From an optimization exercise on the open Yosys and OpenROAD flow, aimed at small area, a short achievable clock period and few clock cycles per item; shortcuts taken in it are not production practice.
The RTL was checked by simulation tests, not by an equivalence proof against the original design.
Power is estimated from default activity; no workload was simulated.

run A:
// run_length_byte_encoder
module run_length_byte_encoder #(
   parameter int LITERAL_MAX = rlbe_pkg::LITERAL_MAX_DEF,
   parameter int REPEAT_MAX  = rlbe_pkg::REPEAT_MAX_DEF,
   parameter int CHUNK_BYTES = rlbe_pkg::CHUNK_BYTES_DEF
) (
   input  wire logic                           clock,
   input  wire logic                           reset,
   input  wire logic                           req_tvalid,
   output logic                                req_tready,
   input  wire logic [7:0]                     req_tdata,
   input  wire logic                           req_tlast,
   output logic                                rsp_tvalid,
   input  wire logic                           rsp_tready,
   output logic [rlbe_pkg::RSP_TDATA_W-1:0]    rsp_tdata,
   output logic                                rsp_tlast,
   output logic                                rsp_tuser
);
Size in the first run: roughly 2,900 cells after synthesis, ~1,200 flip-flops, roughly 89 I/O pins.
==> flow/config.mk <==
export PLATFORM = sky130hd
export DESIGN_NAME = run_length_byte_encoder
export DESIGN_NICKNAME = run_length_byte_encoder
export VERILOG_FILES = /design/flow/design.v
export SDC_FILE = /design/flow/constraint.sdc
export NUM_CORES = 4
export LEC_CHECK = 0
export CAP_MARGIN = 20
export CORE_MARGIN = 2
export CORE_UTILIZATION = 65
export CTS_CLUSTER_DIAMETER = 80
export CTS_CLUSTER_SIZE = 28
export PLACE_DENSITY = 0.75
export SETUP_SLACK_MARGIN = 3.6
export SLEW_MARGIN = 20
==> flow/constraint.sdc <==
create_clock -name core_clock -period 6.0 [get_ports {clock}]
set_input_delay 1.2000 -clock core_clock [delete_from_list [all_inputs] [get_ports {clock}]]
set_output_delay 1.2000 -clock core_clock [all_outputs]
set_load 0.01 [all_outputs]
run.sh (not shown) runs the stock make flow with config.mk's settings and CLKGATE_MAP_FILE= SYNTH_SCRIPT=/design/flow/synth_recipe.tcl, a recipe that flattens the netlist after the stock synthesis.
Testbench counts of run A, summed over its fixed seeds: cycles 21,589, items 21,130.
Changes in run B relative to run A:
diff --git a/flow/design.v b/flow/design.v
--- a/flow/design.v
+++ b/flow/design.v
@@ -42,16 +42,17 @@
    output logic [rlbe_pkg::RSP_TDATA_W-1:0]    rsp_tdata,
    output logic                                rsp_tlast,
    output logic                                rsp_tuser
 );
    logic [7:0]  d_hdr, d_ta, d_tb, d_t0, d_t1, d_t2;
    logic        d_t0z, d_t1b;
    logic [1:0]  d_nt;
    logic [2:0]  d_tlane;
+   logic [7:0]  d_tl_oh, d_tl_lt;    
    logic [3:0]  d_lcnt;
    logic [2:0]  lcnt_m1;
    logic        d_user, d_first;
    logic [4:0]  rem;
    logic [5:0]  tcnt;
    logic        o_v, o_last, o_user;
    logic [63:0] o_data;
    logic [3:0]  o_cnt;
@@ -74,21 +75,21 @@
          row = row | ({64{rsel[r]}} & rows[64*r +: 64]);
    end
    assign d_t0 = d_t0z ? 8'h00 : d_ta;
    assign d_t1 = d_t1b ? d_tb : 8'h01;
    assign d_t2 = d_tb;
    always_comb begin
       for (int j = 0; j < 8; j++) begin
          logic body, s0, s1, s2;
-         body = pre_t || (at_t && (3'(j) < d_tlane));
-         s0   = at_t && (d_tlane == 3'(j)) && (d_nt != 2'd0);
-         s1   = (at_t && (d_tlane == 3'(j - 1)) && (j >= 1) && (d_nt >= 2'd2)) ||
-                (at_t1 && (j == 0) && (d_tlane == 3'd7) && (d_nt >= 2'd2));
-         s2   = at_t && (d_tlane == 3'(j - 2)) && (j >= 2) && (d_nt == 2'd3);
+         body = pre_t || (at_t && d_tl_lt[j]);
+         s0   = at_t && d_tl_oh[j] && (d_nt != 2'd0);
+         s1   = (j >= 1) ? (at_t && d_tl_oh[(j + 7) % 8] && d_nt[1])
+                         : (at_t1 && d_tl_oh[7] && d_nt[1]);
+         s2   = (j >= 2) && at_t && d_tl_oh[(j + 6) % 8] && (d_nt == 2'd3);
          if (j == 0 && d_first)
             chunk[8*j +: 8] = d_hdr;
          else
             chunk[8*j +: 8] = ({8{body}} & row[8*j +: 8]) | ({8{s0}} & d_t0) |
                               ({8{s1}} & d_t1) | ({8{s2}} & d_t2);
       end
    end
    always_ff @(posedge clock) begin
@@ -103,16 +104,20 @@
       if (d_free) begin
          d_hdr   <= c_hdr;
          d_ta    <= c_ta;
          d_tb    <= c_tb;
          d_t0z   <= c_t0z;
          d_t1b   <= c_t1b;
          d_nt    <= c_nt;
          d_tlane <= c_tlane;
+         for (int j = 0; j < 8; j++) begin
+            d_tl_oh[j] <= (c_tlane == 3'(j));
+            d_tl_lt[j] <= (3'(j) < c_tlane);
+         end
          d_user  <= c_user;
          d_first <= 1'b1;
          rem     <= c_klast;
          tcnt    <= {1'b0, c_trow};
          last_ff  <= (c_klast == 5'd0);
          at_t_ff  <= (c_trow == 5'd0);
          at_t1_ff <= 1'b0;
          pre_t_ff <= (c_trow != 5'd0);
@@ -210,18 +215,18 @@
    logic       emit, swr;
    logic [7:0] c_hdr;
    logic       c_t0z, c_t1b;
    logic [6:0] c_nb;
    logic [1:0] c_nt;
    logic [4:0] c_klast, c_trow;
    logic [2:0] c_tlane;
    logic       d_v, d_free, d_busy_row, d_adv;
-   logic [15:0] w_row;
-   logic [7:0]  w_lane;
+   logic [15:0] w_row_n;    
+   logic [7:0]  w_lane_n;   
    logic [7:0]  w_data;
    assign lcnt_p1 = lcnt_ff + 7'd1;
    assign lcnt_m1 = lcnt_ff - 7'd1;
    assign rm_p1   = rm_ff + 7'd1;
    assign lcnt_p2_row = {1'b0, lcnt_ff[6:3]} + {4'd0, (lcnt_ff[2:1] == 2'b11)};
    always_comb begin
       emit    = 1'b0;
       swr     = 1'b0;
@@ -318,42 +323,42 @@
    always_ff @(posedge clock) begin
       if (reset) begin
          open_ff <= 1'b0;
          ract_ff <= 1'b0;
          lcnt_ff <= 7'd0;
          wrow_ff <= 5'd0;
          lz_ff   <= 1'b1;
          lmax_ff <= 1'b0;
-         w_lane  <= 8'd0;
+         w_lane_n <= 8'hFF;
       end else begin
          if (go) begin
             open_ff <= n_open;
             ract_ff <= n_ract;
             lcnt_ff <= n_lcnt;
             wrow_ff <= n_wrow;
             lz_ff   <= (n_lcnt == 7'd0);
             lmax_ff <= (n_lcnt == 7'd127);
          end
-         for (int j = 0; j < 8; j++) w_lane[j] <= go && swr && (lcnt_p1[2:0] == 3'(j));
+         for (int j = 0; j < 8; j++) w_lane_n[j] <= !(go && swr && (lcnt_p1[2:0] == 3'(j)));
       end
       if (go) begin
          held_ff <= h_d;
          rm_ff   <= n_rm;
          rmax_ff <= (n_rm == 7'd127);
       end
-      for (int r = 0; r < 16; r++) w_row[r] <= (lcnt_p1[6:3] == 4'(r));
+      for (int r = 0; r < 16; r++) w_row_n[r] <= (lcnt_p1[6:3] != 4'(r));
       w_data <= held_ff;
    end
    logic [1023:0] rows;
    logic [7:0]  slot [128];
    always_comb slot[0] = 8'h00;
    for (genvar s = 1; s < 128; s++) begin : g_slot
       always_ff @(posedge clock) begin
-         if (w_row[s / 8] && w_lane[s % 8]) slot[s] <= w_data;
+         if (!(w_row_n[s / 8] || w_lane_n[s % 8])) slot[s] <= w_data;
       end
    end
    for (genvar r = 0; r < 16; r++) begin : g_row
       for (genvar j = 0; j < 8; j++) begin : g_lane
          assign rows[64*r + 8*j +: 8] = slot[8*r + j];
       end
    end
    rlbe_packer u_packer (
--- outcome ---
Taking run A as the reference, in run B clock buffer count +1; insertion delay to the later sink of the worst-skew pair ~0 delta; switching power of the nets +0.000061 W. Sequential element share of the synthesized area of run B is on par with run A. Layout sequential cell count of run B exceeds that of run A slightly.
Testbench counts of run B, summed over its fixed seeds: cycles 21,589, items 21,130.

========
Another version of the RTL of run_length_byte_encoder (not shown whole).
Size in the first run: about 2900 cells after synthesis, about 1300 flip-flops, about 89 I/O pins, roughly 0.047 mm^2 of cells after synthesis.
Settings: LEC_CHECK=0, CAP_MARGIN=20, CORE_MARGIN=2, CORE_UTILIZATION=65, CTS_CLUSTER_DIAMETER=80, CTS_CLUSTER_SIZE=28, PLACE_DENSITY=0.75, SETUP_SLACK_MARGIN=3.6, SLEW_MARGIN=20; clock period 6.0 ns.
Testbench counts at the start, summed over its fixed seeds: cycles 21,589, items 21,130.
Next try:
--- a/flow/design.v
+++ b/flow/design.v
@@ -26,48 +26,47 @@
    input  wire logic [7:0]                     c_hdr,
    input  wire logic [7:0]                     c_ta,
    input  wire logic [7:0]                     c_tb,
    input  wire logic                           c_t0z,
    input  wire logic                           c_t1b,
    input  wire logic [1:0]                     c_nt,
+   input  wire logic                           c_body,
    input  wire logic [4:0]                     c_klast,
    input  wire logic [4:0]                     c_trow,
    input  wire logic [2:0]                     c_tlane,
    input  wire logic                           c_user,
    input  wire logic [1023:0]                  rows,
    output logic                                d_v,
    output logic                                d_free,
-   output logic                                d_adv,
+   output logic                                d_body,
+   output logic [15:0]                         rsel,
    output logic                                rsp_tvalid,
    input  wire logic                           rsp_tready,
    output logic [rlbe_pkg::RSP_TDATA_W-1:0]    rsp_tdata,
    output logic                                rsp_tlast,
    output logic                                rsp_tuser
 );
    logic [7:0]  d_hdr, d_ta, d_tb, d_t0, d_t1, d_t2;
    logic        d_t0z, d_t1b;
    logic [1:0]  d_nt;
    logic [2:0]  d_tlane;
-   logic [7:0]  d_tl_oh, d_tl_lt;    
    logic [3:0]  d_lcnt;
    logic [2:0]  lcnt_m1;
    logic        d_user, d_first;
    logic [4:0]  rem;
    logic [5:0]  tcnt;
    logic        o_v, o_last, o_user;
    logic [63:0] o_data;
    logic [3:0]  o_cnt;
    logic        load, d_last, at_t, at_t1, pre_t;
    logic [63:0] row, chunk;
-   logic [15:0] rsel;
    logic        last_ff, at_t_ff, at_t1_ff, pre_t_ff;
    assign d_last = last_ff;
    assign lcnt_m1 = d_tlane + {1'b0, d_nt} - 3'd1;
    assign d_lcnt  = {1'b0, lcnt_m1} + 4'd1;
    assign load   = d_v && (!o_v || rsp_tready);
-   assign d_adv  = !o_v || rsp_tready;
    assign d_free = !d_v || (d_last && (!o_v || rsp_tready));
    assign at_t   = at_t_ff;
    assign at_t1  = at_t1_ff;
    assign pre_t  = pre_t_ff;
    always_comb begin
       row = '0;
@@ -77,17 +76,17 @@
    assign d_t0 = d_t0z ? 8'h00 : d_ta;
    assign d_t1 = d_t1b ? d_tb : 8'h01;
    assign d_t2 = d_tb;
    always_comb begin
       for (int j = 0; j < 8; j++) begin
          logic body, s0, s1, s2;
-         body = pre_t || (at_t && d_tl_lt[j]);
-         s0   = at_t && d_tl_oh[j] && (d_nt != 2'd0);
-         s1   = (j >= 1) ? (at_t && d_tl_oh[(j + 7) % 8] && d_nt[1])
-                         : (at_t1 && d_tl_oh[7] && d_nt[1]);
-         s2   = (j >= 2) && at_t && d_tl_oh[(j + 6) % 8] && (d_nt == 2'd3);
+         body = pre_t || (at_t && (3'(j) < d_tlane));
+         s0   = at_t && (d_tlane == 3'(j)) && (d_nt != 2'd0);
+         s1   = (at_t && (d_tlane == 3'(j - 1)) && (j >= 1) && (d_nt >= 2'd2)) ||
+                (at_t1 && (j == 0) && (d_tlane == 3'd7) && (d_nt >= 2'd2));
+         s2   = at_t && (d_tlane == 3'(j - 2)) && (j >= 2) && (d_nt == 2'd3);
          if (j == 0 && d_first)
             chunk[8*j +: 8] = d_hdr;
          else
             chunk[8*j +: 8] = ({8{body}} & row[8*j +: 8]) | ({8{s0}} & d_t0) |
                               ({8{s1}} & d_t1) | ({8{s2}} & d_t2);
       end
@@ -105,17 +104,14 @@
          d_hdr   <= c_hdr;
          d_ta    <= c_ta;
          d_tb    <= c_tb;
          d_t0z   <= c_t0z;
          d_t1b   <= c_t1b;
          d_nt    <= c_nt;
+         d_body  <= c_body;
          d_tlane <= c_tlane;
-         for (int j = 0; j < 8; j++) begin
-            d_tl_oh[j] <= (c_tlane == 3'(j));
-            d_tl_lt[j] <= (3'(j) < c_tlane);
-         end
          d_user  <= c_user;
          d_first <= 1'b1;
          rem     <= c_klast;
          tcnt    <= {1'b0, c_trow};
          last_ff  <= (c_klast == 5'd0);
          at_t_ff  <= (c_trow == 5'd0);
@@ -216,13 +212,13 @@
    logic [7:0] c_hdr;
    logic       c_t0z, c_t1b;
    logic [6:0] c_nb;
    logic [1:0] c_nt;
    logic [4:0] c_klast, c_trow;
    logic [2:0] c_tlane;
-   logic       d_v, d_free, d_busy_row, d_adv;
+   logic       d_v, d_free, d_busy_row, d_body;
    logic [15:0] w_row;
    logic [7:0]  w_lane;
    logic [7:0]  w_data;
    assign lcnt_p1 = lcnt_ff + 7'd1;
    assign lcnt_m1 = lcnt_ff - 7'd1;
    assign rm_p1   = rm_ff + 7'd1;
@@ -315,13 +311,19 @@
          c_tlane = 3'd0;
       end else begin
          c_trow  = wrow_ff;
          c_tlane = lcnt_p1[2:0];
       end
    end
-   assign d_busy_row = d_v && !d_adv;
+   logic [15:0] rsel;
+   always_comb begin
+      d_busy_row = 1'b0;
+      for (int r = 0; r < 16; r++)
+         if (5'(r) <= wrow_ff) d_busy_row = d_busy_row | rsel[r];
+      d_busy_row = d_busy_row && d_v && d_body;
+   end
    assign go = h_v && !(emit && !d_free) && !(swr && d_busy_row);
    always_ff @(posedge clock) begin
       if (reset) begin
          open_ff <= 1'b0;
          ract_ff <= 1'b0;
          lcnt_ff <= 7'd0;
@@ -368,20 +370,22 @@
       .c_hdr      (c_hdr),
       .c_ta       (open_ff ? held_ff : h_d),
       .c_tb       (h_d),
       .c_t0z      (c_t0z),
       .c_t1b      (c_t1b),
       .c_nt       (c_nt),
+      .c_body     (c_nb != 7'd0),
       .c_klast    (c_klast),
       .c_trow     (c_trow),
       .c_tlane    (c_tlane),
       .c_user     (h_l),
       .rows       (rows),
       .d_v        (d_v),
       .d_free     (d_free),
-      .d_adv      (d_adv),
+      .d_body     (d_body),
+      .rsel       (rsel),
       .rsp_tvalid (rsp_tvalid),
       .rsp_tready (rsp_tready),
       .rsp_tdata  (rsp_tdata),
       .rsp_tlast  (rsp_tlast),
       .rsp_tuser  (rsp_tuser)
    );
What happened: Combinational power went up by well over a third; cell area went down slightly; non-clock buffer count went up by 4; die area went down slightly; fmax went up slightly; total power went down slightly; global-route usage went up by 0.56 points.
Testbench counts after the change, summed over its fixed seeds: cycles 21,609, items 21,130.

==> afterwards: timing with drivers on the ports <==
The results above use ideal ports. As a check the final layouts listed here were re-extracted and re-timed, cells and wires unchanged. Step 1, drivers: a clkbuf_16 drives clock and a buf_2 each remaining input, both assumed. Step 2 times the ports against the registers' clock, not the clock port: input delays grow and output delays shrink by t, the midpoint of the rising clock arrivals with the driver on. a / b / c = ideal / step 1 / step 2; a / b = the first two.
run	t, ns	slack for setup (ns)	hold WS [ns]
run A	0.723	3.501 / 3.473 / 3.018	0.377 / 0.377 / 0.377
run B	0.719	3.520 / 3.453 / 2.953	0.379 / 0.379 / 0.379
the first run of note 2	0.720	3.462 / 3.392 / 3.139	0.395 / 0.395 / 0.395
the second run of note 2	0.725	3.475 / 3.475 / 2.966	0.386 / 0.386 / 0.386
After both steps setup and hold are still met in every run listed. The setup slack of run B, which loses most, moves by -0.067 ns with the drivers and by -0.567 ns with both steps.
